Background: an optimization exercise with open tools, aiming at small area and a short achievable clock period. Do not read the settings as production practice.
Function was not checked in any run shown here: the RTL went through the layout flow alone.

## flow/design.v (module list and top-level ports; edited modules follow where they fit)
// module sprite_addr_gen: 2331 lines
module sprite_addr_gen #(
  parameter  int N_SPRITES = 4,
  parameter  int COORD_W   = 10,
  parameter  int ADDR_W    = 20,
  parameter  int FRAME_W   = 4,
  parameter  int ANIM_DIV  = 8,
  localparam int ID_W      = (N_SPRITES > 1) ? $clog2(N_SPRITES) : 1
) (
  input  logic                           frame_Clk,
  input  logic                           Reset,
  input  logic [COORD_W-1:0]             DrawX,
  input  logic [COORD_W-1:0]             DrawY,
  input  logic                           vsync_tick,
  input  logic [N_SPRITES-1:0]           anim_enable,
  input  logic [N_SPRITES-1:0]           anim_restart,
  input  logic [N_SPRITES-1:0]           sprite_flip,
  input  logic [N_SPRITES*COORD_W-1:0]   sprite_X,
  input  logic [N_SPRITES*COORD_W-1:0]   sprite_Y,
  input  logic [N_SPRITES*COORD_W-1:0]   sprite_W,
  input  logic [N_SPRITES*COORD_W-1:0]   sprite_H,
  input  logic [N_SPRITES*ADDR_W-1:0]    base_addr,
  input  logic [N_SPRITES*FRAME_W-1:0]   frame_count,
  output logic                           sprite_on,
  output logic [ID_W-1:0]                sprite_id,
  output logic [ADDR_W-1:0]              spriteAddress,
  output logic [N_SPRITES*FRAME_W-1:0]   frame_idx
);
  // ...
==> flow/flow/run.sh <==
#!/bin/bash
# Standard ORFS layout (the standard.sh, standard synthesis unchanged), except that the
# port buffers that placement inserts on every input and output use sky130_fd_sc_hd__buf_1
# instead of the tool's default pick (clkdlybuf4s50_1, a slow delay cell).
# Each make step's full output goes to its own log in this folder; ORFS's per-step logs stay
# under orfs/logs/.
set -euo pipefail
bash standard.sh synth > synth.log 2>&1
bash standard.sh BUFFER_PORTS_ARGS="-buffer_cell sky130_fd_sc_hd__buf_1" finish > layout.log 2>&1
==> flow/standard.sh <==
#!/bin/bash
# synth_recipe.tcl (not shown) runs the flow's synth.tcl, then flattens the netlist and writes it again
# the make line also repeats each setting of config.mk as NAME=value (left out here)
make -C /OpenROAD-flow-scripts/flow DESIGN_CONFIG=/design/flow/config.mk WORK_HOME=/design/flow/orfs CLKGATE_MAP_FILE= SYNTH_SCRIPT=/design/flow/synth_recipe.tcl "${@:-finish}"
==> flow/config.mk <==
export PLATFORM = sky130hd
export DESIGN_NAME = sprite_addr_gen
export DESIGN_NICKNAME = sprite_addr_gen
export VERILOG_FILES = /design/flow/design.v
export SDC_FILE = /design/flow/constraint.sdc
export NUM_CORES = 4
export LEC_CHECK = 0
export ABC_AREA = 1
export CAP_MARGIN = 20
export CORE_MARGIN = 2
export CORE_UTILIZATION = 40
export SETUP_SLACK_MARGIN = 2
export SLEW_MARGIN = 20
export TNS_END_PERCENT = 10
==> flow/constraint.sdc <==
create_clock -name core_clock -period 12.0 [get_ports {frame_Clk}]
set_input_delay 2.4000 -clock core_clock [delete_from_list [all_inputs] [get_ports {frame_Clk}]]
set_output_delay 2.4000 -clock core_clock [all_outputs]
set_load 0.01 [all_outputs]
==> impl_results.md, run 1 <==
* Met2 routed WL at 26.3 mm
* Final Non-Filler Cells at 2,902
* Highest metal used: met4
* Detailed Place HPWL at 46.0 mm
* Post-CTS repair timing setup buffer count at 14
* Max cap viols at 0
* Required time of the worst setup path at 12.19 ns
* CP Capture Type: register
* # port buffers at 329
* Inverter count at 393
* Primary FF master, synth: sky130_fd_sc_hd__dfxtp_1
* Main area contributors after synthesis: sky130_fd_sc_hd__fa_1 (28%), sky130_fd_sc_hd__nand2_1 (15%), sky130_fd_sc_hd__inv_1 (9.7%), sky130_fd_sc_hd__ha_1 (6.1%), sky130_fd_sc_hd__dfxtp_1 (6.0%)
* Main combinational cell family by area after synthesis: adder cells
* Met3 WL post-DR at 3.57 mm
* Worst Clk Skew at 0.00597 ns
* Clock Buffer Count at 6
* Cts repair resizes at 48
* Vertical die dimension at 191 um
* Worst reg2reg startpoint: frame_q[0]
* WL met1 at 22.4 mm
* Initial antenna violation count at 2
* Cell depth of the worst flop-to-flop path at 44
* Hold WC Path Type: reg -> reg
* Post-Synthesis Cell Area at 0.0141 sq mm
* Worst path bufs/invs at 13
* Overall die area at 0.0366 sq mm
* Status: complete, no violations
* Width of the die at 191 um
* Worst slack, placed at -0.0854 ns
* Maximum number of pins on one net before global-route repair at 38
* Largest registers: spriteAddress: 20 flops, frame_q: 16 flops, div_cnt: 3 flops
==> run 2, diff against run 1 <==
--- a/flow/design.v
+++ b/flow/design.v
@@ -53,61 +53,61 @@
       if (Reset || anim_restart[i]) begin
         frame_q[i*FRAME_W +: FRAME_W] <= '0;
       end else if (advance && anim_enable[i]) begin
         frame_q[i*FRAME_W +: FRAME_W] <= (frame_inc >= {1'b0, eff_count}) ? '0 : frame_inc[FRAME_W-1:0];
       end
     end
   end
   assign frame_idx = frame_q;
-  wire n0 = ~sprite_X[0];
-  wire n1 = ~sprite_X[1];
-  wire n2 = ~sprite_X[2];
-  wire n3 = ~sprite_X[3];
-  wire n4 = ~sprite_X[4];
-  wire n5 = ~sprite_X[5];
-  wire n6 = ~sprite_X[6];
-  wire n7 = ~sprite_X[7];
-  wire n8 = ~sprite_X[8];
-  wire n9 = ~sprite_X[9];
-  wire n10 = DrawX[0] & n0;
-  wire n11 = DrawX[1] & n1;
-  wire n12 = DrawX[2] & n2;
-  wire n13 = DrawX[3] & n3;
-  wire n14 = DrawX[4] & n4;
-  wire n15 = DrawX[5] & n5;
-  wire n16 = DrawX[6] & n6;
-  wire n17 = DrawX[7] & n7;
-  wire n18 = DrawX[8] & n8;
-  wire n19 = DrawX[9] & n9;
-  wire n20 = DrawX[0] | n0;
-  wire n21 = DrawX[1] | n1;
-  wire n22 = DrawX[2] | n2;
-  wire n23 = DrawX[3] | n3;
-  wire n24 = DrawX[4] | n4;
-  wire n25 = DrawX[5] | n5;
-  wire n26 = DrawX[6] | n6;
-  wire n27 = DrawX[7] | n7;
-  wire n28 = DrawX[8] | n8;
-  wire n29 = DrawX[9] | n9;
-  wire n30 = n10 | (n20 & 1'b1);
-  wire n31 = n11 | (n21 & n30);
-  wire n32 = n13 | (n23 & n12);
-  wire n33 = n23 & n22;
-  wire n34 = n15 | (n25 & n14);
-  wire n35 = n25 & n24;
-  wire n36 = n17 | (n27 & n16);
-  wire n37 = n27 & n26;
-  wire n38 = n19 | (n29 & n18);
-  wire n39 = n29 & n28;
-  wire n40 = n32 | (n33 & n31);
-  wire n41 = n36 | (n37 & n34);
-  wire n42 = n37 & n35;
-  wire n43 = n41 | (n42 & n40);
-  wire n44 = n38 | (n39 & n43);
+  wire n0 = ~DrawX[0];
+  wire n1 = ~DrawX[1];
+  wire n2 = ~DrawX[2];
+  wire n3 = ~DrawX[3];
+  wire n4 = ~DrawX[4];
+  wire n5 = ~DrawX[5];
+  wire n6 = ~DrawX[6];
+  wire n7 = ~DrawX[7];
+  wire n8 = ~DrawX[8];
+  wire n9 = ~DrawX[9];
+  wire n10 = sprite_X[0] & n0;
+  wire n11 = sprite_X[1] & n1;
+  wire n12 = sprite_X[2] & n2;
+  wire n13 = sprite_X[3] & n3;
+  wire n14 = sprite_X[4] & n4;
+  wire n15 = sprite_X[5] & n5;
+  wire n16 = sprite_X[6] & n6;
+  wire n17 = sprite_X[7] & n7;
+  wire n18 = sprite_X[8] & n8;
+  wire n19 = sprite_X[9] & n9;
+  wire n20 = sprite_X[0] | n0;
+  wire n21 = sprite_X[1] | n1;
+  wire n22 = sprite_X[2] | n2;
+  wire n23 = sprite_X[3] | n3;
+  wire n24 = sprite_X[4] | n4;
+  wire n25 = sprite_X[5] | n5;
+  wire n26 = sprite_X[6] | n6;
+  wire n27 = sprite_X[7] | n7;
+  wire n28 = sprite_X[8] | n8;
+  wire n29 = sprite_X[9] | n9;
+  wire n30 = n11 | (n21 & n10);
+  wire n31 = n13 | (n23 & n12);
+  wire n32 = n23 & n22;
+  wire n33 = n15 | (n25 & n14);
+  wire n34 = n25 & n24;
+  wire n35 = n17 | (n27 & n16);
+  wire n36 = n27 & n26;
+  wire n37 = n19 | (n29 & n18);
+  wire n38 = n29 & n28;
+  wire n39 = n31 | (n32 & n30);
+  wire n40 = n35 | (n36 & n33);
+  wire n41 = n36 & n34;
+  wire n42 = n40 | (n41 & n39);
+  wire n43 = n37 | (n38 & n42);
+  wire n44 = ~n43;
   wire n45 = ~DrawX[0];
   wire n46 = sprite_X[0] ^ sprite_W[0] ^ n45;
   wire n47 = (sprite_X[0] & sprite_W[0]) | (sprite_X[0] & n45) | (sprite_W[0] & n45);
   wire n48 = ~DrawX[1];
   wire n49 = sprite_X[1] ^ sprite_W[1] ^ n48;
   wire n50 = (sprite_X[1] & sprite_W[1]) | (sprite_X[1] & n48) | (sprite_W[1] & n48);
   wire n51 = ~DrawX[2];
   wire n52 = sprite_X[2] ^ sprite_W[2] ^ n51;
@@ -160,61 +160,61 @@
   wire n99 = n83 | (n92 & n82);
   wire n100 = n92 & n91;
   wire n101 = n93 | (n94 & n75);
   wire n102 = n97 | (n98 & n95);
   wire n103 = n98 & n96;
   wire n104 = n102 | (n103 & n101);
   wire n105 = n99 | (n100 & n104);
   wire n106 = n74 | n105;
-  wire n107 = ~sprite_Y[0];
-  wire n108 = ~sprite_Y[1];
-  wire n109 = ~sprite_Y[2];
-  wire n110 = ~sprite_Y[3];
-  wire n111 = ~sprite_Y[4];
-  wire n112 = ~sprite_Y[5];
-  wire n113 = ~sprite_Y[6];
-  wire n114 = ~sprite_Y[7];
-  wire n115 = ~sprite_Y[8];
-  wire n116 = ~sprite_Y[9];
-  wire n117 = DrawY[0] & n107;
-  wire n118 = DrawY[1] & n108;
-  wire n119 = DrawY[2] & n109;
-  wire n120 = DrawY[3] & n110;
-  wire n121 = DrawY[4] & n111;
-  wire n122 = DrawY[5] & n112;
-  wire n123 = DrawY[6] & n113;
-  wire n124 = DrawY[7] & n114;
-  wire n125 = DrawY[8] & n115;
-  wire n126 = DrawY[9] & n116;
-  wire n127 = DrawY[0] | n107;
-  wire n128 = DrawY[1] | n108;
-  wire n129 = DrawY[2] | n109;
-  wire n130 = DrawY[3] | n110;
-  wire n131 = DrawY[4] | n111;
-  wire n132 = DrawY[5] | n112;
-  wire n133 = DrawY[6] | n113;
-  wire n134 = DrawY[7] | n114;
-  wire n135 = DrawY[8] | n115;
-  wire n136 = DrawY[9] | n116;
-  wire n137 = n117 | (n127 & 1'b1);
-  wire n138 = n118 | (n128 & n137);
-  wire n139 = n120 | (n130 & n119);
-  wire n140 = n130 & n129;
-  wire n141 = n122 | (n132 & n121);
-  wire n142 = n132 & n131;
-  wire n143 = n124 | (n134 & n123);
-  wire n144 = n134 & n133;
-  wire n145 = n126 | (n136 & n125);
-  wire n146 = n136 & n135;
-  wire n147 = n139 | (n140 & n138);
-  wire n148 = n143 | (n144 & n141);
-  wire n149 = n144 & n142;
-  wire n150 = n148 | (n149 & n147);
-  wire n151 = n145 | (n146 & n150);
+  wire n107 = ~DrawY[0];
+  wire n108 = ~DrawY[1];
+  wire n109 = ~DrawY[2];
+  wire n110 = ~DrawY[3];
+  wire n111 = ~DrawY[4];
+  wire n112 = ~DrawY[5];
+  wire n113 = ~DrawY[6];
+  wire n114 = ~DrawY[7];
+  wire n115 = ~DrawY[8];
+  wire n116 = ~DrawY[9];
+  wire n117 = sprite_Y[0] & n107;
+  wire n118 = sprite_Y[1] & n108;
+  wire n119 = sprite_Y[2] & n109;
+  wire n120 = sprite_Y[3] & n110;
+  wire n121 = sprite_Y[4] & n111;
+  wire n122 = sprite_Y[5] & n112;
+  wire n123 = sprite_Y[6] & n113;
+  wire n124 = sprite_Y[7] & n114;
+  wire n125 = sprite_Y[8] & n115;
+  wire n126 = sprite_Y[9] & n116;
+  wire n127 = sprite_Y[0] | n107;
+  wire n128 = sprite_Y[1] | n108;
+  wire n129 = sprite_Y[2] | n109;
+  wire n130 = sprite_Y[3] | n110;
+  wire n131 = sprite_Y[4] | n111;
+  wire n132 = sprite_Y[5] | n112;
+  wire n133 = sprite_Y[6] | n113;
+  wire n134 = sprite_Y[7] | n114;
+  wire n135 = sprite_Y[8] | n115;
+  wire n136 = sprite_Y[9] | n116;
+  wire n137 = n118 | (n128 & n117);
+  wire n138 = n120 | (n130 & n119);
+  wire n139 = n130 & n129;
+  wire n140 = n122 | (n132 & n121);
+  wire n141 = n132 & n131;
+  wire n142 = n124 | (n134 & n123);
+  wire n143 = n134 & n133;
+  wire n144 = n126 | (n136 & n125);
+  wire n145 = n136 & n135;
+  wire n146 = n138 | (n139 & n137);
+  wire n147 = n142 | (n143 & n140);
+  wire n148 = n143 & n141;
+  wire n149 = n147 | (n148 & n146);
+  wire n150 = n144 | (n145 & n149);
+  wire n151 = ~n150;
   wire n152 = ~DrawY[0];
   wire n153 = sprite_Y[0] ^ sprite_H[0] ^ n152;
   wire n154 = (sprite_Y[0] & sprite_H[0]) | (sprite_Y[0] & n152) | (sprite_H[0] & n152);
   wire n155 = ~DrawY[1];
   wire n156 = sprite_Y[1] ^ sprite_H[1] ^ n155;
   wire n157 = (sprite_Y[1] & sprite_H[1]) | (sprite_Y[1] & n155) | (sprite_H[1] & n155);
   wire n158 = ~DrawY[2];
   wire n159 = sprite_Y[2] ^ sprite_H[2] ^ n158;
@@ -270,61 +270,61 @@
   wire n209 = n204 | (n205 & n202);
   wire n210 = n205 & n203;
   wire n211 = n209 | (n210 & n208);
   wire n212 = n206 | (n207 & n211);
   wire n213 = n181 | n212;
   wire n214 = n44 & n106;
   wire n215 = n214 & n151;
   wire n216 = n215 & n213;
-  wire n217 = ~sprite_X[10];
-  wire n218 = ~sprite_X[11];
-  wire n219 = ~sprite_X[12];
-  wire n220 = ~sprite_X[13];
-  wire n221 = ~sprite_X[14];
-  wire n222 = ~sprite_X[15];
-  wire n223 = ~sprite_X[16];
-  wire n224 = ~sprite_X[17];
-  wire n225 = ~sprite_X[18];
-  wire n226 = ~sprite_X[19];
-  wire n227 = DrawX[0] & n217;
-  wire n228 = DrawX[1] & n218;
-  wire n229 = DrawX[2] & n219;
-  wire n230 = DrawX[3] & n220;
-  wire n231 = DrawX[4] & n221;
-  wire n232 = DrawX[5] & n222;
-  wire n233 = DrawX[6] & n223;
-  wire n234 = DrawX[7] & n224;
-  wire n235 = DrawX[8] & n225;
-  wire n236 = DrawX[9] & n226;
-  wire n237 = DrawX[0] | n217;
-  wire n238 = DrawX[1] | n218;
-  wire n239 = DrawX[2] | n219;
-  wire n240 = DrawX[3] | n220;
-  wire n241 = DrawX[4] | n221;
-  wire n242 = DrawX[5] | n222;
-  wire n243 = DrawX[6] | n223;
-  wire n244 = DrawX[7] | n224;
-  wire n245 = DrawX[8] | n225;
-  wire n246 = DrawX[9] | n226;
-  wire n247 = n227 | (n237 & 1'b1);
-  wire n248 = n228 | (n238 & n247);
-  wire n249 = n230 | (n240 & n229);
-  wire n250 = n240 & n239;
-  wire n251 = n232 | (n242 & n231);
-  wire n252 = n242 & n241;
-  wire n253 = n234 | (n244 & n233);
-  wire n254 = n244 & n243;
-  wire n255 = n236 | (n246 & n235);
-  wire n256 = n246 & n245;
-  wire n257 = n249 | (n250 & n248);
-  wire n258 = n253 | (n254 & n251);
-  wire n259 = n254 & n252;
-  wire n260 = n258 | (n259 & n257);
-  wire n261 = n255 | (n256 & n260);
+  wire n217 = ~DrawX[0];
+  wire n218 = ~DrawX[1];
+  wire n219 = ~DrawX[2];
+  wire n220 = ~DrawX[3];
+  wire n221 = ~DrawX[4];
+  wire n222 = ~DrawX[5];
+  wire n223 = ~DrawX[6];
+  wire n224 = ~DrawX[7];
+  wire n225 = ~DrawX[8];
+  wire n226 = ~DrawX[9];
+  wire n227 = sprite_X[10] & n217;
+  wire n228 = sprite_X[11] & n218;
+  wire n229 = sprite_X[12] & n219;
+  wire n230 = sprite_X[13] & n220;
+  wire n231 = sprite_X[14] & n221;
+  wire n232 = sprite_X[15] & n222;
+  wire n233 = sprite_X[16] & n223;
+  wire n234 = sprite_X[17] & n224;
+  wire n235 = sprite_X[18] & n225;
+  wire n236 = sprite_X[19] & n226;
+  wire n237 = sprite_X[10] | n217;
+  wire n238 = sprite_X[11] | n218;
+  wire n239 = sprite_X[12] | n219;
+  wire n240 = sprite_X[13] | n220;
+  wire n241 = sprite_X[14] | n221;
+  wire n242 = sprite_X[15] | n222;
+  wire n243 = sprite_X[16] | n223;
+  wire n244 = sprite_X[17] | n224;
+  wire n245 = sprite_X[18] | n225;
+  wire n246 = sprite_X[19] | n226;
+  wire n247 = n228 | (n238 & n227);
+  wire n248 = n230 | (n240 & n229);
+  wire n249 = n240 & n239;
+  wire n250 = n232 | (n242 & n231);
+  wire n251 = n242 & n241;
+  wire n252 = n234 | (n244 & n233);
+  wire n253 = n244 & n243;
+  wire n254 = n236 | (n246 & n235);
+  wire n255 = n246 & n245;
+  wire n256 = n248 | (n249 & n247);
+  wire n257 = n252 | (n253 & n250);
+  wire n258 = n253 & n251;
+  wire n259 = n257 | (n258 & n256);
+  wire n260 = n254 | (n255 & n259);
+  wire n261 = ~n260;
   wire n262 = ~DrawX[0];
   wire n263 = sprite_X[10] ^ sprite_W[10] ^ n262;
   wire n264 = (sprite_X[10] & sprite_W[10]) | (sprite_X[10] & n262) | (sprite_W[10] & n262);
   wire n265 = ~DrawX[1];
   wire n266 = sprite_X[11] ^ sprite_W[11] ^ n265;
   wire n267 = (sprite_X[11] & sprite_W[11]) | (sprite_X[11] & n265) | (sprite_W[11] & n265);
   wire n268 = ~DrawX[2];
   wire n269 = sprite_X[12] ^ sprite_W[12] ^ n268;
@@ -377,61 +377,61 @@
   wire n316 = n300 | (n309 & n299);
   wire n317 = n309 & n308;
   wire n318 = n310 | (n311 & n292);
   wire n319 = n314 | (n315 & n312);
   wire n320 = n315 & n313;
   wire n321 = n319 | (n320 & n318);
   wire n322 = n316 | (n317 & n321);
   wire n323 = n291 | n322;
-  wire n324 = ~sprite_Y[10];
-  wire n325 = ~sprite_Y[11];
-  wire n326 = ~sprite_Y[12];
-  wire n327 = ~sprite_Y[13];
-  wire n328 = ~sprite_Y[14];
-  wire n329 = ~sprite_Y[15];
-  wire n330 = ~sprite_Y[16];
-  wire n331 = ~sprite_Y[17];
-  wire n332 = ~sprite_Y[18];
-  wire n333 = ~sprite_Y[19];
-  wire n334 = DrawY[0] & n324;
-  wire n335 = DrawY[1] & n325;
-  wire n336 = DrawY[2] & n326;
-  wire n337 = DrawY[3] & n327;
-  wire n338 = DrawY[4] & n328;
-  wire n339 = DrawY[5] & n329;
-  wire n340 = DrawY[6] & n330;
-  wire n341 = DrawY[7] & n331;
-  wire n342 = DrawY[8] & n332;
-  wire n343 = DrawY[9] & n333;
-  wire n344 = DrawY[0] | n324;
-  wire n345 = DrawY[1] | n325;
-  wire n346 = DrawY[2] | n326;
-  wire n347 = DrawY[3] | n327;
-  wire n348 = DrawY[4] | n328;
-  wire n349 = DrawY[5] | n329;
-  wire n350 = DrawY[6] | n330;
-  wire n351 = DrawY[7] | n331;
-  wire n352 = DrawY[8] | n332;
-  wire n353 = DrawY[9] | n333;
-  wire n354 = n334 | (n344 & 1'b1);
-  wire n355 = n335 | (n345 & n354);
-  wire n356 = n337 | (n347 & n336);
-  wire n357 = n347 & n346;
-  wire n358 = n339 | (n349 & n338);
-  wire n359 = n349 & n348;
-  wire n360 = n341 | (n351 & n340);
-  wire n361 = n351 & n350;
-  wire n362 = n343 | (n353 & n342);
-  wire n363 = n353 & n352;
-  wire n364 = n356 | (n357 & n355);
-  wire n365 = n360 | (n361 & n358);
-  wire n366 = n361 & n359;
-  wire n367 = n365 | (n366 & n364);
-  wire n368 = n362 | (n363 & n367);
+  wire n324 = ~DrawY[0];
+  wire n325 = ~DrawY[1];
+  wire n326 = ~DrawY[2];
+  wire n327 = ~DrawY[3];
+  wire n328 = ~DrawY[4];
+  wire n329 = ~DrawY[5];
+  wire n330 = ~DrawY[6];
+  wire n331 = ~DrawY[7];
+  wire n332 = ~DrawY[8];
+  wire n333 = ~DrawY[9];
+  wire n334 = sprite_Y[10] & n324;
+  wire n335 = sprite_Y[11] & n325;
+  wire n336 = sprite_Y[12] & n326;
+  wire n337 = sprite_Y[13] & n327;
+  wire n338 = sprite_Y[14] & n328;
+  wire n339 = sprite_Y[15] & n329;
+  wire n340 = sprite_Y[16] & n330;
+  wire n341 = sprite_Y[17] & n331;
+  wire n342 = sprite_Y[18] & n332;
+  wire n343 = sprite_Y[19] & n333;
+  wire n344 = sprite_Y[10] | n324;
+  wire n345 = sprite_Y[11] | n325;
+  wire n346 = sprite_Y[12] | n326;
+  wire n347 = sprite_Y[13] | n327;
+  wire n348 = sprite_Y[14] | n328;
+  wire n349 = sprite_Y[15] | n329;
+  wire n350 = sprite_Y[16] | n330;
+  wire n351 = sprite_Y[17] | n331;
+  wire n352 = sprite_Y[18] | n332;
+  wire n353 = sprite_Y[19] | n333;
+  wire n354 = n335 | (n345 & n334);
+  wire n355 = n337 | (n347 & n336);
+  wire n356 = n347 & n346;
+  wire n357 = n339 | (n349 & n338);
+  wire n358 = n349 & n348;
+  wire n359 = n341 | (n351 & n340);
+  wire n360 = n351 & n350;
+  wire n361 = n343 | (n353 & n342);
+  wire n362 = n353 & n352;
+  wire n363 = n355 | (n356 & n354);
+  wire n364 = n359 | (n360 & n357);
+  wire n365 = n360 & n358;
+  wire n366 = n364 | (n365 & n363);
+  wire n367 = n361 | (n362 & n366);
+  wire n368 = ~n367;
   wire n369 = ~DrawY[0];
   wire n370 = sprite_Y[10] ^ sprite_H[10] ^ n369;
   wire n371 = (sprite_Y[10] & sprite_H[10]) | (sprite_Y[10] & n369) | (sprite_H[10] & n369);
   wire n372 = ~DrawY[1];
   wire n373 = sprite_Y[11] ^ sprite_H[11] ^ n372;
   wire n374 = (sprite_Y[11] & sprite_H[11]) | (sprite_Y[11] & n372) | (sprite_H[11] & n372);
   wire n375 = ~DrawY[2];
   wire n376 = sprite_Y[12] ^ sprite_H[12] ^ n375;
@@ -487,61 +487,61 @@
   wire n426 = n421 | (n422 & n419);
   wire n427 = n422 & n420;
   wire n428 = n426 | (n427 & n425);
   wire n429 = n423 | (n424 & n428);
   wire n430 = n398 | n429;
   wire n431 = n261 & n323;
   wire n432 = n431 & n368;
   wire n433 = n432 & n430;
-  wire n434 = ~sprite_X[20];
-  wire n435 = ~sprite_X[21];
-  wire n436 = ~sprite_X[22];
-  wire n437 = ~sprite_X[23];
-  wire n438 = ~sprite_X[24];
-  wire n439 = ~sprite_X[25];
-  wire n440 = ~sprite_X[26];
-  wire n441 = ~sprite_X[27];
-  wire n442 = ~sprite_X[28];
-  wire n443 = ~sprite_X[29];
-  wire n444 = DrawX[0] & n434;
-  wire n445 = DrawX[1] & n435;
-  wire n446 = DrawX[2] & n436;
-  wire n447 = DrawX[3] & n437;
-  wire n448 = DrawX[4] & n438;
-  wire n449 = DrawX[5] & n439;
-  wire n450 = DrawX[6] & n440;
-  wire n451 = DrawX[7] & n441;
-  wire n452 = DrawX[8] & n442;
-  wire n453 = DrawX[9] & n443;
-  wire n454 = DrawX[0] | n434;
-  wire n455 = DrawX[1] | n435;
-  wire n456 = DrawX[2] | n436;
-  wire n457 = DrawX[3] | n437;
-  wire n458 = DrawX[4] | n438;
-  wire n459 = DrawX[5] | n439;
-  wire n460 = DrawX[6] | n440;
-  wire n461 = DrawX[7] | n441;
-  wire n462 = DrawX[8] | n442;
-  wire n463 = DrawX[9] | n443;
-  wire n464 = n444 | (n454 & 1'b1);
-  wire n465 = n445 | (n455 & n464);
-  wire n466 = n447 | (n457 & n446);
-  wire n467 = n457 & n456;
-  wire n468 = n449 | (n459 & n448);
-  wire n469 = n459 & n458;
-  wire n470 = n451 | (n461 & n450);
-  wire n471 = n461 & n460;
-  wire n472 = n453 | (n463 & n452);
-  wire n473 = n463 & n462;
-  wire n474 = n466 | (n467 & n465);
-  wire n475 = n470 | (n471 & n468);
-  wire n476 = n471 & n469;
-  wire n477 = n475 | (n476 & n474);
-  wire n478 = n472 | (n473 & n477);
+  wire n434 = ~DrawX[0];
+  wire n435 = ~DrawX[1];
+  wire n436 = ~DrawX[2];
+  wire n437 = ~DrawX[3];
+  wire n438 = ~DrawX[4];
+  wire n439 = ~DrawX[5];
+  wire n440 = ~DrawX[6];
+  wire n441 = ~DrawX[7];
+  wire n442 = ~DrawX[8];
+  wire n443 = ~DrawX[9];
+  wire n444 = sprite_X[20] & n434;
+  wire n445 = sprite_X[21] & n435;
+  wire n446 = sprite_X[22] & n436;
+  wire n447 = sprite_X[23] & n437;
+  wire n448 = sprite_X[24] & n438;
+  wire n449 = sprite_X[25] & n439;
+  wire n450 = sprite_X[26] & n440;
+  wire n451 = sprite_X[27] & n441;
+  wire n452 = sprite_X[28] & n442;
+  wire n453 = sprite_X[29] & n443;
+  wire n454 = sprite_X[20] | n434;
+  wire n455 = sprite_X[21] | n435;
+  wire n456 = sprite_X[22] | n436;
+  wire n457 = sprite_X[23] | n437;
+  wire n458 = sprite_X[24] | n438;
+  wire n459 = sprite_X[25] | n439;
+  wire n460 = sprite_X[26] | n440;
+  wire n461 = sprite_X[27] | n441;
+  wire n462 = sprite_X[28] | n442;
+  wire n463 = sprite_X[29] | n443;
+  wire n464 = n445 | (n455 & n444);
+  wire n465 = n447 | (n457 & n446);
+  wire n466 = n457 & n456;
+  wire n467 = n449 | (n459 & n448);
+  wire n468 = n459 & n458;
+  wire n469 = n451 | (n461 & n450);
+  wire n470 = n461 & n460;
+  wire n471 = n453 | (n463 & n452);
+  wire n472 = n463 & n462;
+  wire n473 = n465 | (n466 & n464);
+  wire n474 = n469 | (n470 & n467);
+  wire n475 = n470 & n468;
+  wire n476 = n474 | (n475 & n473);
+  wire n477 = n471 | (n472 & n476);
+  wire n478 = ~n477;
   wire n479 = ~DrawX[0];
   wire n480 = sprite_X[20] ^ sprite_W[20] ^ n479;
   wire n481 = (sprite_X[20] & sprite_W[20]) | (sprite_X[20] & n479) | (sprite_W[20] & n479);
   wire n482 = ~DrawX[1];
   wire n483 = sprite_X[21] ^ sprite_W[21] ^ n482;
   wire n484 = (sprite_X[21] & sprite_W[21]) | (sprite_X[21] & n482) | (sprite_W[21] & n482);
   wire n485 = ~DrawX[2];
   wire n486 = sprite_X[22] ^ sprite_W[22] ^ n485;
@@ -594,61 +594,61 @@
   wire n533 = n517 | (n526 & n516);
   wire n534 = n526 & n525;
   wire n535 = n527 | (n528 & n509);
   wire n536 = n531 | (n532 & n529);
   wire n537 = n532 & n530;
   wire n538 = n536 | (n537 & n535);
   wire n539 = n533 | (n534 & n538);
   wire n540 = n508 | n539;
-  wire n541 = ~sprite_Y[20];
-  wire n542 = ~sprite_Y[21];
-  wire n543 = ~sprite_Y[22];
-  wire n544 = ~sprite_Y[23];
-  wire n545 = ~sprite_Y[24];
-  wire n546 = ~sprite_Y[25];
-  wire n547 = ~sprite_Y[26];
-  wire n548 = ~sprite_Y[27];
-  wire n549 = ~sprite_Y[28];
-  wire n550 = ~sprite_Y[29];
-  wire n551 = DrawY[0] & n541;
-  wire n552 = DrawY[1] & n542;
-  wire n553 = DrawY[2] & n543;
-  wire n554 = DrawY[3] & n544;
-  wire n555 = DrawY[4] & n545;
-  wire n556 = DrawY[5] & n546;
-  wire n557 = DrawY[6] & n547;
-  wire n558 = DrawY[7] & n548;
-  wire n559 = DrawY[8] & n549;
-  wire n560 = DrawY[9] & n550;
-  wire n561 = DrawY[0] | n541;
-  wire n562 = DrawY[1] | n542;
-  wire n563 = DrawY[2] | n543;
-  wire n564 = DrawY[3] | n544;
-  wire n565 = DrawY[4] | n545;
-  wire n566 = DrawY[5] | n546;
-  wire n567 = DrawY[6] | n547;
-  wire n568 = DrawY[7] | n548;
-  wire n569 = DrawY[8] | n549;
-  wire n570 = DrawY[9] | n550;
-  wire n571 = n551 | (n561 & 1'b1);
-  wire n572 = n552 | (n562 & n571);
-  wire n573 = n554 | (n564 & n553);
-  wire n574 = n564 & n563;
-  wire n575 = n556 | (n566 & n555);
-  wire n576 = n566 & n565;
-  wire n577 = n558 | (n568 & n557);
-  wire n578 = n568 & n567;
-  wire n579 = n560 | (n570 & n559);
-  wire n580 = n570 & n569;
-  wire n581 = n573 | (n574 & n572);
-  wire n582 = n577 | (n578 & n575);
-  wire n583 = n578 & n576;
-  wire n584 = n582 | (n583 & n581);
-  wire n585 = n579 | (n580 & n584);
+  wire n541 = ~DrawY[0];
+  wire n542 = ~DrawY[1];
+  wire n543 = ~DrawY[2];
+  wire n544 = ~DrawY[3];
+  wire n545 = ~DrawY[4];
+  wire n546 = ~DrawY[5];
+  wire n547 = ~DrawY[6];
+  wire n548 = ~DrawY[7];
+  wire n549 = ~DrawY[8];
+  wire n550 = ~DrawY[9];
+  wire n551 = sprite_Y[20] & n541;
+  wire n552 = sprite_Y[21] & n542;
+  wire n553 = sprite_Y[22] & n543;
+  wire n554 = sprite_Y[23] & n544;
+  wire n555 = sprite_Y[24] & n545;
+  wire n556 = sprite_Y[25] & n546;
+  wire n557 = sprite_Y[26] & n547;
+  wire n558 = sprite_Y[27] & n548;
+  wire n559 = sprite_Y[28] & n549;
+  wire n560 = sprite_Y[29] & n550;
+  wire n561 = sprite_Y[20] | n541;
+  wire n562 = sprite_Y[21] | n542;
+  wire n563 = sprite_Y[22] | n543;
+  wire n564 = sprite_Y[23] | n544;
+  wire n565 = sprite_Y[24] | n545;
+  wire n566 = sprite_Y[25] | n546;
+  wire n567 = sprite_Y[26] | n547;
+  wire n568 = sprite_Y[27] | n548;
+  wire n569 = sprite_Y[28] | n549;
+  wire n570 = sprite_Y[29] | n550;
+  wire n571 = n552 | (n562 & n551);
+  wire n572 = n554 | (n564 & n553);
+  wire n573 = n564 & n563;
+  wire n574 = n556 | (n566 & n555);
+  wire n575 = n566 & n565;
+  wire n576 = n558 | (n568 & n557);
+  wire n577 = n568 & n567;
+  wire n578 = n560 | (n570 & n559);
+  wire n579 = n570 & n569;
+  wire n580 = n572 | (n573 & n571);
+  wire n581 = n576 | (n577 & n574);
+  wire n582 = n577 & n575;
+  wire n583 = n581 | (n582 & n580);
+  wire n584 = n578 | (n579 & n583);
+  wire n585 = ~n584;
   wire n586 = ~DrawY[0];
   wire n587 = sprite_Y[20] ^ sprite_H[20] ^ n586;
   wire n588 = (sprite_Y[20] & sprite_H[20]) | (sprite_Y[20] & n586) | (sprite_H[20] & n586);
   wire n589 = ~DrawY[1];
   wire n590 = sprite_Y[21] ^ sprite_H[21] ^ n589;
   wire n591 = (sprite_Y[21] & sprite_H[21]) | (sprite_Y[21] & n589) | (sprite_H[21] & n589);
   wire n592 = ~DrawY[2];
   wire n593 = sprite_Y[22] ^ sprite_H[22] ^ n592;
@@ -704,61 +704,61 @@
   wire n643 = n638 | (n639 & n636);
   wire n644 = n639 & n637;
   wire n645 = n643 | (n644 & n642);
   wire n646 = n640 | (n641 & n645);
   wire n647 = n615 | n646;
   wire n648 = n478 & n540;
   wire n649 = n648 & n585;
   wire n650 = n649 & n647;
-  wire n651 = ~sprite_X[30];
-  wire n652 = ~sprite_X[31];
-  wire n653 = ~sprite_X[32];
-  wire n654 = ~sprite_X[33];
-  wire n655 = ~sprite_X[34];
-  wire n656 = ~sprite_X[35];
-  wire n657 = ~sprite_X[36];
-  wire n658 = ~sprite_X[37];
-  wire n659 = ~sprite_X[38];
-  wire n660 = ~sprite_X[39];
-  wire n661 = DrawX[0] & n651;
-  wire n662 = DrawX[1] & n652;
-  wire n663 = DrawX[2] & n653;
-  wire n664 = DrawX[3] & n654;
-  wire n665 = DrawX[4] & n655;
-  wire n666 = DrawX[5] & n656;
-  wire n667 = DrawX[6] & n657;
-  wire n668 = DrawX[7] & n658;
-  wire n669 = DrawX[8] & n659;
-  wire n670 = DrawX[9] & n660;
-  wire n671 = DrawX[0] | n651;
-  wire n672 = DrawX[1] | n652;
-  wire n673 = DrawX[2] | n653;
-  wire n674 = DrawX[3] | n654;
-  wire n675 = DrawX[4] | n655;
-  wire n676 = DrawX[5] | n656;
-  wire n677 = DrawX[6] | n657;
-  wire n678 = DrawX[7] | n658;
-  wire n679 = DrawX[8] | n659;
-  wire n680 = DrawX[9] | n660;
-  wire n681 = n661 | (n671 & 1'b1);
-  wire n682 = n662 | (n672 & n681);
-  wire n683 = n664 | (n674 & n663);
-  wire n684 = n674 & n673;
-  wire n685 = n666 | (n676 & n665);
-  wire n686 = n676 & n675;
-  wire n687 = n668 | (n678 & n667);
-  wire n688 = n678 & n677;
-  wire n689 = n670 | (n680 & n669);
-  wire n690 = n680 & n679;
-  wire n691 = n683 | (n684 & n682);
-  wire n692 = n687 | (n688 & n685);
-  wire n693 = n688 & n686;
-  wire n694 = n692 | (n693 & n691);
-  wire n695 = n689 | (n690 & n694);
+  wire n651 = ~DrawX[0];
+  wire n652 = ~DrawX[1];
+  wire n653 = ~DrawX[2];
+  wire n654 = ~DrawX[3];
+  wire n655 = ~DrawX[4];
+  wire n656 = ~DrawX[5];
+  wire n657 = ~DrawX[6];
+  wire n658 = ~DrawX[7];
+  wire n659 = ~DrawX[8];
+  wire n660 = ~DrawX[9];
+  wire n661 = sprite_X[30] & n651;
+  wire n662 = sprite_X[31] & n652;
+  wire n663 = sprite_X[32] & n653;
+  wire n664 = sprite_X[33] & n654;
+  wire n665 = sprite_X[34] & n655;
+  wire n666 = sprite_X[35] & n656;
+  wire n667 = sprite_X[36] & n657;
+  wire n668 = sprite_X[37] & n658;
+  wire n669 = sprite_X[38] & n659;
+  wire n670 = sprite_X[39] & n660;
+  wire n671 = sprite_X[30] | n651;
+  wire n672 = sprite_X[31] | n652;
+  wire n673 = sprite_X[32] | n653;
+  wire n674 = sprite_X[33] | n654;
+  wire n675 = sprite_X[34] | n655;
+  wire n676 = sprite_X[35] | n656;
+  wire n677 = sprite_X[36] | n657;
+  wire n678 = sprite_X[37] | n658;
+  wire n679 = sprite_X[38] | n659;
+  wire n680 = sprite_X[39] | n660;
+  wire n681 = n662 | (n672 & n661);
+  wire n682 = n664 | (n674 & n663);
+  wire n683 = n674 & n673;
+  wire n684 = n666 | (n676 & n665);
+  wire n685 = n676 & n675;
+  wire n686 = n668 | (n678 & n667);
+  wire n687 = n678 & n677;
+  wire n688 = n670 | (n680 & n669);
+  wire n689 = n680 & n679;
+  wire n690 = n682 | (n683 & n681);
+  wire n691 = n686 | (n687 & n684);
+  wire n692 = n687 & n685;
+  wire n693 = n691 | (n692 & n690);
+  wire n694 = n688 | (n689 & n693);
+  wire n695 = ~n694;
   wire n696 = ~DrawX[0];
   wire n697 = sprite_X[30] ^ sprite_W[30] ^ n696;
   wire n698 = (sprite_X[30] & sprite_W[30]) | (sprite_X[30] & n696) | (sprite_W[30] & n696);
   wire n699 = ~DrawX[1];
   wire n700 = sprite_X[31] ^ sprite_W[31] ^ n699;
   wire n701 = (sprite_X[31] & sprite_W[31]) | (sprite_X[31] & n699) | (sprite_W[31] & n699);
   wire n702 = ~DrawX[2];
   wire n703 = sprite_X[32] ^ sprite_W[32] ^ n702;
@@ -811,61 +811,61 @@
   wire n750 = n734 | (n743 & n733);
   wire n751 = n743 & n742;
   wire n752 = n744 | (n745 & n726);
   wire n753 = n748 | (n749 & n746);
   wire n754 = n749 & n747;
   wire n755 = n753 | (n754 & n752);
   wire n756 = n750 | (n751 & n755);
   wire n757 = n725 | n756;
-  wire n758 = ~sprite_Y[30];
-  wire n759 = ~sprite_Y[31];
-  wire n760 = ~sprite_Y[32];
-  wire n761 = ~sprite_Y[33];
-  wire n762 = ~sprite_Y[34];
-  wire n763 = ~sprite_Y[35];
-  wire n764 = ~sprite_Y[36];
-  wire n765 = ~sprite_Y[37];
-  wire n766 = ~sprite_Y[38];
-  wire n767 = ~sprite_Y[39];
-  wire n768 = DrawY[0] & n758;
-  wire n769 = DrawY[1] & n759;
-  wire n770 = DrawY[2] & n760;
-  wire n771 = DrawY[3] & n761;
-  wire n772 = DrawY[4] & n762;
-  wire n773 = DrawY[5] & n763;
-  wire n774 = DrawY[6] & n764;
-  wire n775 = DrawY[7] & n765;
-  wire n776 = DrawY[8] & n766;
-  wire n777 = DrawY[9] & n767;
-  wire n778 = DrawY[0] | n758;
-  wire n779 = DrawY[1] | n759;
-  wire n780 = DrawY[2] | n760;
-  wire n781 = DrawY[3] | n761;
-  wire n782 = DrawY[4] | n762;
-  wire n783 = DrawY[5] | n763;
-  wire n784 = DrawY[6] | n764;
-  wire n785 = DrawY[7] | n765;
-  wire n786 = DrawY[8] | n766;
-  wire n787 = DrawY[9] | n767;
-  wire n788 = n768 | (n778 & 1'b1);
-  wire n789 = n769 | (n779 & n788);
-  wire n790 = n771 | (n781 & n770);
-  wire n791 = n781 & n780;
-  wire n792 = n773 | (n783 & n772);
-  wire n793 = n783 & n782;
-  wire n794 = n775 | (n785 & n774);
-  wire n795 = n785 & n784;
-  wire n796 = n777 | (n787 & n776);
-  wire n797 = n787 & n786;
-  wire n798 = n790 | (n791 & n789);
-  wire n799 = n794 | (n795 & n792);
-  wire n800 = n795 & n793;
-  wire n801 = n799 | (n800 & n798);
-  wire n802 = n796 | (n797 & n801);
+  wire n758 = ~DrawY[0];
+  wire n759 = ~DrawY[1];
+  wire n760 = ~DrawY[2];
+  wire n761 = ~DrawY[3];
+  wire n762 = ~DrawY[4];
+  wire n763 = ~DrawY[5];
+  wire n764 = ~DrawY[6];
+  wire n765 = ~DrawY[7];
+  wire n766 = ~DrawY[8];
+  wire n767 = ~DrawY[9];
+  wire n768 = sprite_Y[30] & n758;
+  wire n769 = sprite_Y[31] & n759;
+  wire n770 = sprite_Y[32] & n760;
+  wire n771 = sprite_Y[33] & n761;
+  wire n772 = sprite_Y[34] & n762;
+  wire n773 = sprite_Y[35] & n763;
+  wire n774 = sprite_Y[36] & n764;
+  wire n775 = sprite_Y[37] & n765;
+  wire n776 = sprite_Y[38] & n766;
+  wire n777 = sprite_Y[39] & n767;
+  wire n778 = sprite_Y[30] | n758;
+  wire n779 = sprite_Y[31] | n759;
+  wire n780 = sprite_Y[32] | n760;
+  wire n781 = sprite_Y[33] | n761;
+  wire n782 = sprite_Y[34] | n762;
+  wire n783 = sprite_Y[35] | n763;
+  wire n784 = sprite_Y[36] | n764;
+  wire n785 = sprite_Y[37] | n765;
+  wire n786 = sprite_Y[38] | n766;
+  wire n787 = sprite_Y[39] | n767;
+  wire n788 = n769 | (n779 & n768);
+  wire n789 = n771 | (n781 & n770);
+  wire n790 = n781 & n780;
+  wire n791 = n773 | (n783 & n772);
+  wire n792 = n783 & n782;
+  wire n793 = n775 | (n785 & n774);
+  wire n794 = n785 & n784;
+  wire n795 = n777 | (n787 & n776);
+  wire n796 = n787 & n786;
+  wire n797 = n789 | (n790 & n788);
+  wire n798 = n793 | (n794 & n791);
+  wire n799 = n794 & n792;
+  wire n800 = n798 | (n799 & n797);
+  wire n801 = n795 | (n796 & n800);
+  wire n802 = ~n801;
   wire n803 = ~DrawY[0];
   wire n804 = sprite_Y[30] ^ sprite_H[30] ^ n803;
   wire n805 = (sprite_Y[30] & sprite_H[30]) | (sprite_Y[30] & n803) | (sprite_H[30] & n803);
   wire n806 = ~DrawY[1];
   wire n807 = sprite_Y[31] ^ sprite_H[31] ^ n806;
   wire n808 = (sprite_Y[31] & sprite_H[31]) | (sprite_Y[31] & n806) | (sprite_H[31] & n806);
   wire n809 = ~DrawY[2];
   wire n810 = sprite_Y[32] ^ sprite_H[32] ^ n809;
==> impl_results.md, run 2 <==
* Synth Area in Simple Gates at 23.0% (was 26.0%)
* Clock latency on the worst-skew pair at 0.29 ns (about the same)
* Max frequency at 0.0906 GHz (was 0.0899 GHz)
* Num Clock Sinks at 42 (unchanged)
* Layout Cell Area excl Fill at 0.0176 sq mm (was 0.0170 sq mm)
* Avg Vias per Cell at 5.34 (was 5.28)
* Main area contributors after synthesis: sky130_fd_sc_hd__fa_1 (29%), sky130_fd_sc_hd__nand2_1 (12%), sky130_fd_sc_hd__inv_1 (8.3%), sky130_fd_sc_hd__ha_1 (6.1%), sky130_fd_sc_hd__dfxtp_1 (6.0%) (was sky130_fd_sc_hd__fa_1 (28%), sky130_fd_sc_hd__nand2_1 (15%), sky130_fd_sc_hd__inv_1 (9.7%), sky130_fd_sc_hd__ha_1 (6.1%), sky130_fd_sc_hd__dfxtp_1 (6.0%))
* Width of the die at 191 um (about the same)
* Slowest CP cell: sky130_fd_sc_hd__fa_1 (unchanged)
* Initial antenna violation count at 5 (was 2)
* Area fraction in compound gates after synthesis at 19.1% (was 16.3%)
* Critical Path Max Stage Delay at 0.54 ns (was 0.51 ns)
* Worst-Margin Slew at 0.927 ns (was 1.03 ns)
* Max cap viols at 0 (unchanged)
* Synth Warn # at 1 (unchanged)
* Synth async-reset ratio at 0% (unchanged)
* Arrival @ worst endpoint at 11.24 ns (was 11.32 ns)
* Overall routing resource usage at 29.5% (was 30.1%)
* Setup tns final at 0 ns (unchanged)
* Xor and xnor area share after synthesis at 5.81% (was 4.86%)
* Worst rel slew slack at 38.2% (was 31.2%)
* Hold WC Path Type: reg -> reg (unchanged)
* Global-route wire length before repair at 82.7 mm (was 83.8 mm)
* Starting utilization of the core area at 40.6% (was 40.7%)
* Worst setup SP type: input pin (unchanged)
* Synthesized-area fraction occupied by adder cells at 34.6% (was 34.5%)
* GR Overflow Total at 0 (unchanged)
* Final hold slack at 0.477 ns (was 0.479 ns)
* Number of flip-flops under the largest register name at 20 (unchanged)
* Top fanout value on the critical path at 12 (was 15)
* Class of the most critical setup path: in -> reg (unchanged)
* 1st-pass router iterations at 7 (was 6)
* Starting DRC count in detailed routing at 779 (was 991)
* Number of nets in the finished design at 2,913 (was 3,003)
* Final weighted congestion of routability-driven global placement at 0.959 (was 0.947)
* Post-route DRC at 0 (unchanged)
* Leading area contributor after synthesis: sky130_fd_sc_hd__fa_1 (unchanged)
* Primary FF master, synth: sky130_fd_sc_hd__dfxtp_1 (unchanged)
* Cell at the root of the clock tree: sky130_fd_sc_hd__clkbuf_16 (unchanged)
* Average cell area after synthesis at 7.26 sq um (was 6.76 sq um)
* Post-synthesis mux area share at 0.259% (was 0.169%)
* Synthesized Nets at 2,489 (was 2,637)
* List of most frequent post-synthesis cells: sky130_fd_sc_hd__nand2_1 (442), sky130_fd_sc_hd__inv_1 (311), sky130_fd_sc_hd__fa_1 (200) (was sky130_fd_sc_hd__nand2_1 (555), sky130_fd_sc_hd__inv_1 (364), sky130_fd_sc_hd__fa_1 (200))
* Required time of the worst setup path at 12.20 ns (was 12.19 ns)
* Total via count after detailed routing at 15,000 (was 15,300)
* Tmin final at 11.04 ns (was 11.13 ns)
* Vertical die dimension at 191 um (about the same)
* Gate count of the mapped netlist at 1,930 (was 2,078)
* Buffer depth of the longest clock path at 2 (unchanged)
* Number of setup violations in the final report at 0 (unchanged)
* Largest registers: spriteAddress: 20 flops, frame_q: 16 flops, div_cnt: 3 flops (unchanged)
* Area share of the leading cell type in the synthesized netlist at 28.6% (was 28.5%)
* CTS Buf Count at 5 (unchanged)
* Commonest non-fill, non-tap cell in the layout: sky130_fd_sc_hd__nand2_1 (unchanged)
* Number of distinct standard cells referenced by the synthesized netlist at 62 (was 55)
* Seq cells post-synth at 42 (unchanged)
* Num ports at 330 (unchanged)
* Layout fillers at 3,518 (was 3,635)
* Overall die area at 0.0366 sq mm (about the same)
* Number of levels the H-tree was split into at 2 (unchanged)
* Detailed Place HPWL at 45.9 mm (was 46.0 mm)
* Placeable Area at 0.0345 sq mm (unchanged)
* Count of pins over their slew limit at 0 (unchanged)
* RSZ-0062 raised after global routing: true (unchanged)
* Post-synth EDFFs at 0 (unchanged)
* Remaining antenna violation count at 0 (unchanged)
* # port buffers at 329 (unchanged)
* Worst Clk Skew at 0.00668 ns (was 0.00597 ns)
* Post-Synthesis Cell Area at 0.0140 sq mm (was 0.0141 sq mm)
* CP Capture Type: register (unchanged)
* Via count of the first global-routing pass at 14,900 (was 15,200)
* Post-Place Cell Area at 0.0162 sq mm (about the same)
* Commonest non-fill, non-tap cells in the layout: sky130_fd_sc_hd__nand2_1 (418), sky130_fd_sc_hd__buf_1 (316), sky130_fd_sc_hd__inv_1 (296), sky130_fd_sc_hd__fa_1 (183), sky130_fd_sc_hd__buf_4 (116) (was sky130_fd_sc_hd__nand2_1 (541), sky130_fd_sc_hd__inv_1 (356), sky130_fd_sc_hd__buf_1 (315), sky130_fd_sc_hd__fa_1 (189), sky130_fd_sc_hd__nor2_1 (137))
* Crit share post-route at 92.0% (was 92.7%)
* Cell with the most instances after synthesis: sky130_fd_sc_hd__nand2_1 (unchanged)
* Total wire length at 54.1 mm (was 54.6 mm)
* Cell Count Post-Placement at 2,732 (was 2,867)
* Main combinational cell family by area after synthesis: adder cells (unchanged)
* Clock slew at reported path FFs at 0.07 ns (was 0.06 ns)
* Wirelength per Cell at 19.2 um (was 18.8 um)
* Synth-to-layout area growth at 25.2% (was 20.8%)
* Number of core rows at 68 (unchanged)
* Fraction of final layout cells sized beyond drive strength 1 at 16.1% (was 9.94%)
* Count of endpoints failing hold in the final timing report at 0 (unchanged)
* Maximum number of pins on one net before global-route repair at 37 (was 38)
* Fraction of the yosys area taken by sequential cells at 6.00% (was 5.98%)
* Register containing the most flip-flops in the final layout: spriteAddress (unchanged)
* Final Non-Filler Cells at 2,813 (was 2,902)
* Status: complete, no violations (unchanged)
* Post-cts hold buffer count at 0 (unchanged)
* CTS tree: done (unchanged)
==> run 2: worst paths after layout <==
| path | startpoint | endpoint | slack [ns] | cells after the start |
|---|---|---|---|---|
| setup / recovery | DrawY[3] | spriteAddress[19] | 0.96 | 51 |
| hold / removal | div_cnt[0] | div_cnt[0] | 0.48 | 1 |
| setup reg to reg | frame_q[8] | spriteAddress[19] | 4.40 | 34 |
| hold reg to reg | div_cnt[0] | div_cnt[0] | 0.48 | 1 |
==> run 2: timing repair <==
item | CTS | global route
hold endpoints to repair | 0 | 0
resized for setup | 104 | 63
setup buffers | 37 | 32
pin swaps | 62 | 58
setup endpoints to repair | 12 | 12
cloned | 1 | 0
==> run 2: per-stage QoR <==
| step | utilization (%) | setup WS [ns] |
|---|---|---|
| after floorplan | - | 1.25 |
| after detailed placement | 47.0 | 0.165 |
| after global routing | 50.8 | 0.512 |
| final | 50.8 | 0.960 |
| after global placement | 47.0 | 0.337 |
| after CTS | 49.5 | 0.992 |
==> run 2: logic make-up after synthesis <==
logic type / Yosys count
AND/OR/NAND/NOR: 731
buffers and inverters: 398
AO/OA/AOI/OAI: 396
adder cells (fa/ha/maj): 268
XOR/XNOR: 93
flip-flops: 42
multiplexers: 2
==> run 2: worst max-delay path, delay by kind of cell <==
kind / cells / cell delay, ns
AO/OA/AOI/OAI: 6 / 0.99
adder cells (fa/ha/maj): 11 / 4.90
XOR/XNOR: 1 / 0.12
buffers and inverters: 12 / 1.03
AND/OR/NAND/NOR: 21 / 1.77
==> run 2: area by class of cell <==
type / count / area (sq um) / share of cell area (%)
multi-input combinational: 1490 / 12100 / 68.9
timing repair buffer: 471 / 2530 / 14.4
inverter: 344 / 1360 / 7.75
sequential: 42 / 841 / 4.79
tap: 455 / 569 / 3.24
clock buffer: 5 / 125 / 0.713
clock inverter: 3 / 23.8 / 0.135
antenna: 3 / 7.51 / 0.0428
==> run 2: routing by layer <==
metal / vias up / wire length (um) / GRT usage [%]
met3: 129 / 3440 / 2.90
met4: 4 / 2400 / 10.9
met1: 7170 / 21800 / 35.8
met5: - / 27 / 0
met2: 592 / 26500 / 53.9
li1: 7139 / - / -
==> run 3, diff against run 2 <==
==> flow/flow/run.sh (replaced) <==
#!/bin/bash
# Layout flow: the standard.sh with two changes.
#  1. After the standard synthesis, flow/faflip.py removes inverters around full-adder
#     cells by flipping adder polarity (a full adder is self-dual), then the synthesis
#     database is rebuilt from that netlist. Registers and their names are untouched.
#  2. The port buffers placement inserts on every input and output are
#     sky130_fd_sc_hd__buf_1 instead of the tool's default pick (clkdlybuf4s50_1).
# Each step's full output goes to its own log in this folder; ORFS's per-step logs stay
# under orfs/logs/.
set -euo pipefail
R=orfs/results/${FLOW_PLATFORM}/sprite_addr_gen/base
bash standard.sh synth > synth.log 2>&1
cp $R/1_2_yosys.v 1_2_yosys.standard.v
python3 flow/faflip.py 1_2_yosys.standard.v $R/1_2_yosys.v > faflip.log 2>&1
rm -f $R/1_synth.odb $R/1_synth.sdc
bash standard.sh synth > synth_odb.log 2>&1
bash standard.sh BUFFER_PORTS_ARGS="-buffer_cell sky130_fd_sc_hd__buf_1" finish > layout.log 2>&1
==> flow/flow/faflip.py (new file) <==
#!/usr/bin/env python3
"""Remove inverters around full-adder cells by flipping adder polarity.

A full adder is self-dual: FA(~a, ~b, ~c) = (~sum, ~cout). Flipping an adder cell
means feeding it the complement of each input and complementing each output; where
an input already comes through an inverter, or an output already feeds inverters,
those inverters drop out. Adders are flipped greedily while the inverter count falls.

usage: faflip.py IN.v OUT.v   (a flat gate-level netlist as Yosys writes it)
"""
import re
import sys
from collections import defaultdict

INV = re.compile(r'sky130_fd_sc_hd__(inv|clkinv)_\d+$')
FA = re.compile(r'sky130_fd_sc_hd__fa_\d+$')
OUTPINS = {'X', 'Y', 'Q', 'Q_N', 'SUM', 'COUT', 'HI', 'LO'}


def parse(text):
    m = re.search(r'\bmodule\s+(\w+)\s*\((.*?)\);(.*)\bendmodule', text, re.S)
    name, ports, body = m.group(1), m.group(2), m.group(3)
    stmts = [s.strip() for s in body.split(';')]
    decls, assigns, cells = [], [], []
    for s in stmts:
        if not s:
            continue
        if re.match(r'(input|output|inout|wire)\b', s):
            decls.append(s)
        elif s.startswith('assign'):
            assigns.append(s)
        else:
            c = re.match(r'(\S+)\s+(\S+)\s*\((.*)\)\s*$', s, re.S)
            if not c:
                raise SystemExit('cannot parse: ' + s[:80])
            pins = {p: n.strip() for p, n in re.findall(r'\.(\w+)\(([^()]*)\)', c.group(3))}
            cells.append([c.group(1), c.group(2), pins])
    return name, ports, decls, assigns, cells


def main():
    src, dst = sys.argv[1], sys.argv[2]
    name, ports, decls, assigns, cells = parse(open(src).read())
    fixed = set()
    for d in decls:
        if re.match(r'(input|output|inout)\b', d):
            for nm in re.findall(r'(\w+)\s*$', d):
                fixed.add(nm)
    for a in assigns:
        for tok in re.findall(r'[\\\w$.\[\]]+', a[len('assign'):]):
            fixed.add(tok)

    def base(n):
        return n.split('[')[0].strip()

    def is_fixed(n):
        return n in fixed or base(n) in fixed or n.startswith("1'b")

    nid = [0]

    def newnet():
        nid[0] += 1
        return f'faflip_n{nid[0]}'

    live = {}  # cell name -> cell
    for c in cells:
        live[c[1]] = c
    drv = {}
    loads = defaultdict(set)  # net -> set of (cellname, pin)

    def index():
        drv.clear()
        loads.clear()
        for cn, (t, _, pins) in live.items():
            for p, n in pins.items():
                if p in OUTPINS:
                    drv[n] = cn
                else:
                    loads[n].add((cn, p))

    index()
    inv_type = next((c[0] for c in cells if INV.match(c[0])), 'sky130_fd_sc_hd__inv_1')
    ninv0 = sum(1 for c in live.values() if INV.match(c[0]))
    new_wires = []

    def inv_of(net):
        """an existing inverter whose input is net"""
        for cn, p in loads.get(net, ()):
            if INV.match(live[cn][0]) and p == 'A':
                return cn
        return None

    def delta(fa):
        """change in inverter count if fa is flipped (estimate)"""
        t, _, pins = live[fa]
        d = 0
        for p in ('A', 'B', 'CIN'):
            n = pins[p]
            dc = drv.get(n)
            if dc and INV.match(live[dc][0]):
                # bypass; the inverter dies if fa was its only load (counting other pins of fa)
                others = [x for x in loads[n] if x[0] != fa]
                if not others:
                    d -= 1
            else:
                if not inv_of(n):
                    d += 1
        for p in ('SUM', 'COUT'):
            o = pins[p]
            ls = loads.get(o, set())
            invs = [cn for cn, q in ls if INV.match(live[cn][0])]
            non = [x for x in ls if not INV.match(live[x[0]][0])]
            d -= len(invs)
            if non or is_fixed(o):
                d += 1
        return d

    def flip(fa):
        t, _, pins = live[fa]
        for p in ('A', 'B', 'CIN'):
            n = pins[p]
            dc = drv.get(n)
            if dc and INV.match(live[dc][0]):
                src_ = live[dc][2]['A']
                pins[p] = src_
                loads[n].discard((fa, p))
                loads[src_].add((fa, p))
                if not loads[n] and not is_fixed(n):
                    # inverter now unused
                    del live[dc]
                    loads[src_].discard((dc, 'A'))
                    del drv[n]
            else:
                ic = inv_of(n)
                if ic:
                    nn = live[ic][2]['Y']
                else:
                    nn = newnet()
                    new_wires.append(nn)
                    ic = f'faflip_i{nid[0]}'
                    live[ic] = [inv_type, ic, {'A': n, 'Y': nn}]
                    loads[n].add((ic, 'A'))
                    drv[nn] = ic
                loads[n].discard((fa, p))
                pins[p] = nn
                loads[nn].add((fa, p))
        for p in ('SUM', 'COUT'):
            o = pins[p]
            ls = list(loads.get(o, set()))
            on = newnet()
            new_wires.append(on)
            pins[p] = on
            drv[on] = fa
            del drv[o]
            invs = [cn for cn, q in ls if INV.match(live[cn][0])]
            non = [x for x in ls if not INV.match(live[x[0]][0])]
            for ic in invs:
                y = live[ic][2]['Y']
                if is_fixed(y):
                    # keep the inverter's output net: drive it with a buffer-free rename is not
                    # possible, so keep the inverter chain (double inversion) -- rare
                    live[ic][2]['A'] = on
                    loads[o].discard((ic, 'A'))
                    loads[on].add((ic, 'A'))
                    # ic now outputs ~on = o (wrong polarity for y): fix with another inverter
                    y2 = newnet(); new_wires.append(y2)
                    live[ic][2]['Y'] = y2
                    del drv[y]
                    drv[y2] = ic
                    jc = f'faflip_i{nid[0]}'
                    live[jc] = [inv_type, jc, {'A': y2, 'Y': y}]
                    drv[y] = jc
                    loads[y2].add((jc, 'A'))
                    continue
                # loads of y see ~o = on: move them to on
                for x in list(loads.get(y, ())):
                    c2 = live[x[0]]
                    c2[2][x[1]] = on
                    loads[on].add(x)
                loads.pop(y, None)
                del drv[y]
                del live[ic]
                loads[o].discard((ic, 'A'))
            if non or is_fixed(o):
                ic = f'faflip_i{nid[0]}o{p}'
                live[ic] = [inv_type, ic, {'A': on, 'Y': o}]
                drv[o] = ic
                loads[on].add((ic, 'A'))

    changed = True
    rounds = 0
    while changed and rounds < 20:
        changed = False
        rounds += 1
        for cn in list(live):
            if cn in live and FA.match(live[cn][0]) and delta(cn) < 0:
                flip(cn)
                changed = True
    ninv1 = sum(1 for c in live.values() if INV.match(c[0]))
    out = [f'module {name}({ports});']
    for d in decls:
        out.append(f'  {d} ;')
    for w in new_wires:
        out.append(f'  wire {w};')
    for a in assigns:
        out.append(f'  {a} ;')
    for cn, (t, nm, pins) in live.items():
        pl = ', '.join(f'.{p}({n} )' for p, n in pins.items())
        out.append(f'  {t} {nm} ({pl});')
    out.append('endmodule')
    open(dst, 'w').write('\n'.join(out) + '\n')
    print(f'faflip: inverters {ninv0} -> {ninv1}, rounds {rounds}', file=sys.stderr)


if __name__ == '__main__':
    main()
==> impl_results.md, run 3 <==
* Num ports at 330 (unchanged)
* CTS tree: done (unchanged)
* Final weighted congestion of routability-driven global placement at 0.967 (was 0.959)
* Num Clock Sinks at 42 (unchanged)
* Post-cts hold buffer count at 0 (unchanged)
* Worst-Margin Slew at 0.866 ns (was 0.927 ns)
* Met3 WL post-DR at 3.54 mm (was 3.44 mm)
* GR Overflow Total at 0 (unchanged)
* Overall routing resource usage at 28.7% (was 29.5%)
* Starting DRC count in detailed routing at 903 (was 779)
* CP Capture Type: register (unchanged)
* Starting utilization of the core area at 40.8% (was 40.6%)
* Number of nets in the finished design at 2,850 (was 2,913)
* Via count of the first global-routing pass at 14,800 (was 14,900)
* Maximum number of pins on one net before global-route repair at 37 (unchanged)
* Count of endpoints failing hold in the final timing report at 0 (unchanged)
* Global-route wire length before repair at 80.4 mm (was 82.7 mm)
* Post-route DRC at 0 (unchanged)
* Number of setup violations in the final report at 0 (unchanged)
* Number of levels the H-tree was split into at 2 (unchanged)
* Most numerous cell on the critical path: sky130_fd_sc_hd__fa_1
* Hold Crit Start: div_cnt[0] (unchanged)
* Worst setup SP type: input pin (unchanged)
* # port buffers at 329 (unchanged)
* Gate count of the mapped netlist at 1,862 (was 1,930)
* Slowest CP cell: sky130_fd_sc_hd__fa_1 (unchanged)
* Critical Path Max Stage Delay at 0.60 ns (was 0.54 ns)
* Worst Clk Skew at 0.0164 ns (was 0.00668 ns)
* Cell at the root of the clock tree: sky130_fd_sc_hd__clkbuf_16 (unchanged)
* Max frequency at 0.0903 GHz (was 0.0906 GHz)
* Cell Count Post-Placement at 2,652 (was 2,732)
* Clock latency on the worst-skew pair at 0.31 ns (was 0.29 ns)
* Total wire length at 51.4 mm (was 54.1 mm)
* Buffer depth of the longest clock path at 2 (unchanged)
* Vertical die dimension at 189 um (was 191 um)
* WL met1 at 22.8 mm (was 21.8 mm)
* Initial antenna violation count at 3 (was 5)
* 1st-pass router iterations at 5 (was 7)
* Synthesized Nets at 2,421 (was 2,489)
* Status: complete, no violations (unchanged)
* Number of core rows at 67 (was 68)
* Class of the most critical setup path: in -> reg (unchanged)
* Wirelength per Cell at 18.7 um (was 19.2 um)
* Detailed Place HPWL at 42.7 mm (was 45.9 mm)
* Setup tns final at 0 ns (unchanged)
* Required time of the worst setup path at 12.20 ns (about the same)
* Commonest non-fill, non-tap cell in the layout: sky130_fd_sc_hd__nand2_1 (unchanged)
* Largest registers: spriteAddress: 20 flops, frame_q: 16 flops, div_cnt: 3 flops (unchanged)
* Highest metal used: met5 (unchanged)
* Average cell area after synthesis at 7.39 sq um (was 7.26 sq um)
* Post-Synthesis Cell Area at 0.0138 sq mm (was 0.0140 sq mm)
* Avg Vias per Cell at 5.31 (was 5.34)
* Hold WC Path Type: reg -> reg (unchanged)
* Count of pins over their slew limit at 0 (unchanged)
* Commonest non-fill, non-tap cells in the layout: sky130_fd_sc_hd__nand2_1 (424), sky130_fd_sc_hd__buf_1 (315), sky130_fd_sc_hd__inv_1 (233), sky130_fd_sc_hd__fa_1 (172), sky130_fd_sc_hd__buf_4 (122) (was sky130_fd_sc_hd__nand2_1 (418), sky130_fd_sc_hd__buf_1 (316), sky130_fd_sc_hd__inv_1 (296), sky130_fd_sc_hd__fa_1 (183), sky130_fd_sc_hd__buf_4 (116))
* RSZ-0062 raised after global routing: true (unchanged)
* Tmin final at 11.07 ns (was 11.04 ns)
* Clock slew at reported path FFs at 0.06 ns (was 0.07 ns)
* Width of the die at 189 um (was 191 um)
* Overall die area at 0.0359 sq mm (was 0.0366 sq mm)
* Max cap viols at 0 (unchanged)
* Arrival @ worst endpoint at 11.27 ns (was 11.24 ns)
* Total via count after detailed routing at 14,600 (was 15,000)
* Layout fillers at 3,445 (was 3,518)
* Number of flip-flops under the largest register name at 20 (unchanged)
* Critical path launch point: DrawY[8] (was DrawY[3])
* Synth Warn # at 1 (unchanged)
* Worst reg2reg startpoint: frame_q[8] (unchanged)
* Register containing the most flip-flops in the final layout: spriteAddress (unchanged)
* CTS Buf Count at 5 (unchanged)
* Fraction of final layout cells sized beyond drive strength 1 at 16.9% (was 16.1%)
* Remaining antenna violation count at 0 (unchanged)
* Final Non-Filler Cells at 2,742 (was 2,813)
* Synth-to-layout area growth at 26.4% (was 25.2%)
* Worst rel slew slack at 42.3% (was 38.2%)
* Top fanout value on the critical path at 9 (was 12)
* Crit share post-route at 92.2% (was 92.0%)
* Met2 routed WL at 24.2 mm (was 26.5 mm)
* Placeable Area at 0.0337 sq mm (was 0.0345 sq mm)
-- run 3: final timing paths --
check	endpoint	slack (ns)	cells past startpoint
worst max register to register	spriteAddress[19]	4.47	43
worst max-delay path	spriteAddress[19]	0.93	43
worst min register to register	div_cnt[0]	0.48	1
worst min-delay path	div_cnt[0]	0.48	1
-- run 3: final cells by class --
type	count	area [sq um]	share of cell area, %
clock buffer	6	129	0.741
inverter	276	1100	6.35
tap	448	561	3.22
multi-input combinational	1490	12100	69.6
sequential	42	841	4.83
timing repair buffer	475	2630	15.1
antenna	2	5.00	0.0288
clock inverter	2	13.8	0.0791
timing repair inverter	1	11.3	0.0647
-- run 3: routing by layer --
layer  track usage (%)  vias to the layer above
met2              48.0                      510
met1              40.0                     6986
met4              5.43                        2
met5                 0                        -
met3              3.80                       52
li1                  -                     7005
-- run 3: through the flow --
step                      setup WS (ns)  util [%]  area (sq um)  hold slack (ns)
after global placement            0.209      47.2         15900            0.459
after floorplan                   0.998         -         13900            0.444
after detailed placement         0.0797      47.2         15900            0.463
after global routing              0.508      51.6         17400            0.498
after CTS                          1.10      51.1         17200            0.481
final                             0.930      51.6         17400            0.478
-- run 3: repair_timing --
action / 4_1_cts / 5_1_grt
setup endpoints to repair: 12 / 12
resized for setup: 142 / 25
cloned: 4 / 0
pin swaps: 81 / 30
setup buffers: 66 / 10
-- run 3: worst max-delay path: cells and delay by family --
family                   cells  cell delay, ns
AO/OA/AOI/OAI                4            0.78
buffers and inverters       12            1.22
AND/OR/NAND/NOR             15            1.51
adder cells (fa/ha/maj)     12            5.34

[separate check: timing with driven ports]
How much do the figures lean on ideal ports? The routed layouts below were timed once more, with nothing changed but the port constraints.
Step 1 sets driving cells, clkbuf_16 on the clock port and buf_2 on the other inputs (assumed; they add their load-dependent delay and slew).
Step 2 times the ports against the registers' clock, not the clock port: input delays grow and output delays shrink by t, the midpoint of the rising clock arrivals with the driver on.
a / b / c = no drivers / after step 1 / after step 2; a / b = the first two.
run	shift t [ns]	setup WS [ns]	slew at the worst register clock pin (ns)
run 1	0.326	0.873 / 0.881 / 0.555	0.06 / 0.06
run 2	0.338	0.960 / 0.946 / 0.608	0.07 / 0.07
run 3	0.345	0.930 / 0.948 / 0.603	0.08 / 0.08
After both steps setup and hold are still met in every run listed. For run 2, which loses most, drivers alone change the setup slack by -0.014 ns; drivers and shift together by -0.352 ns.
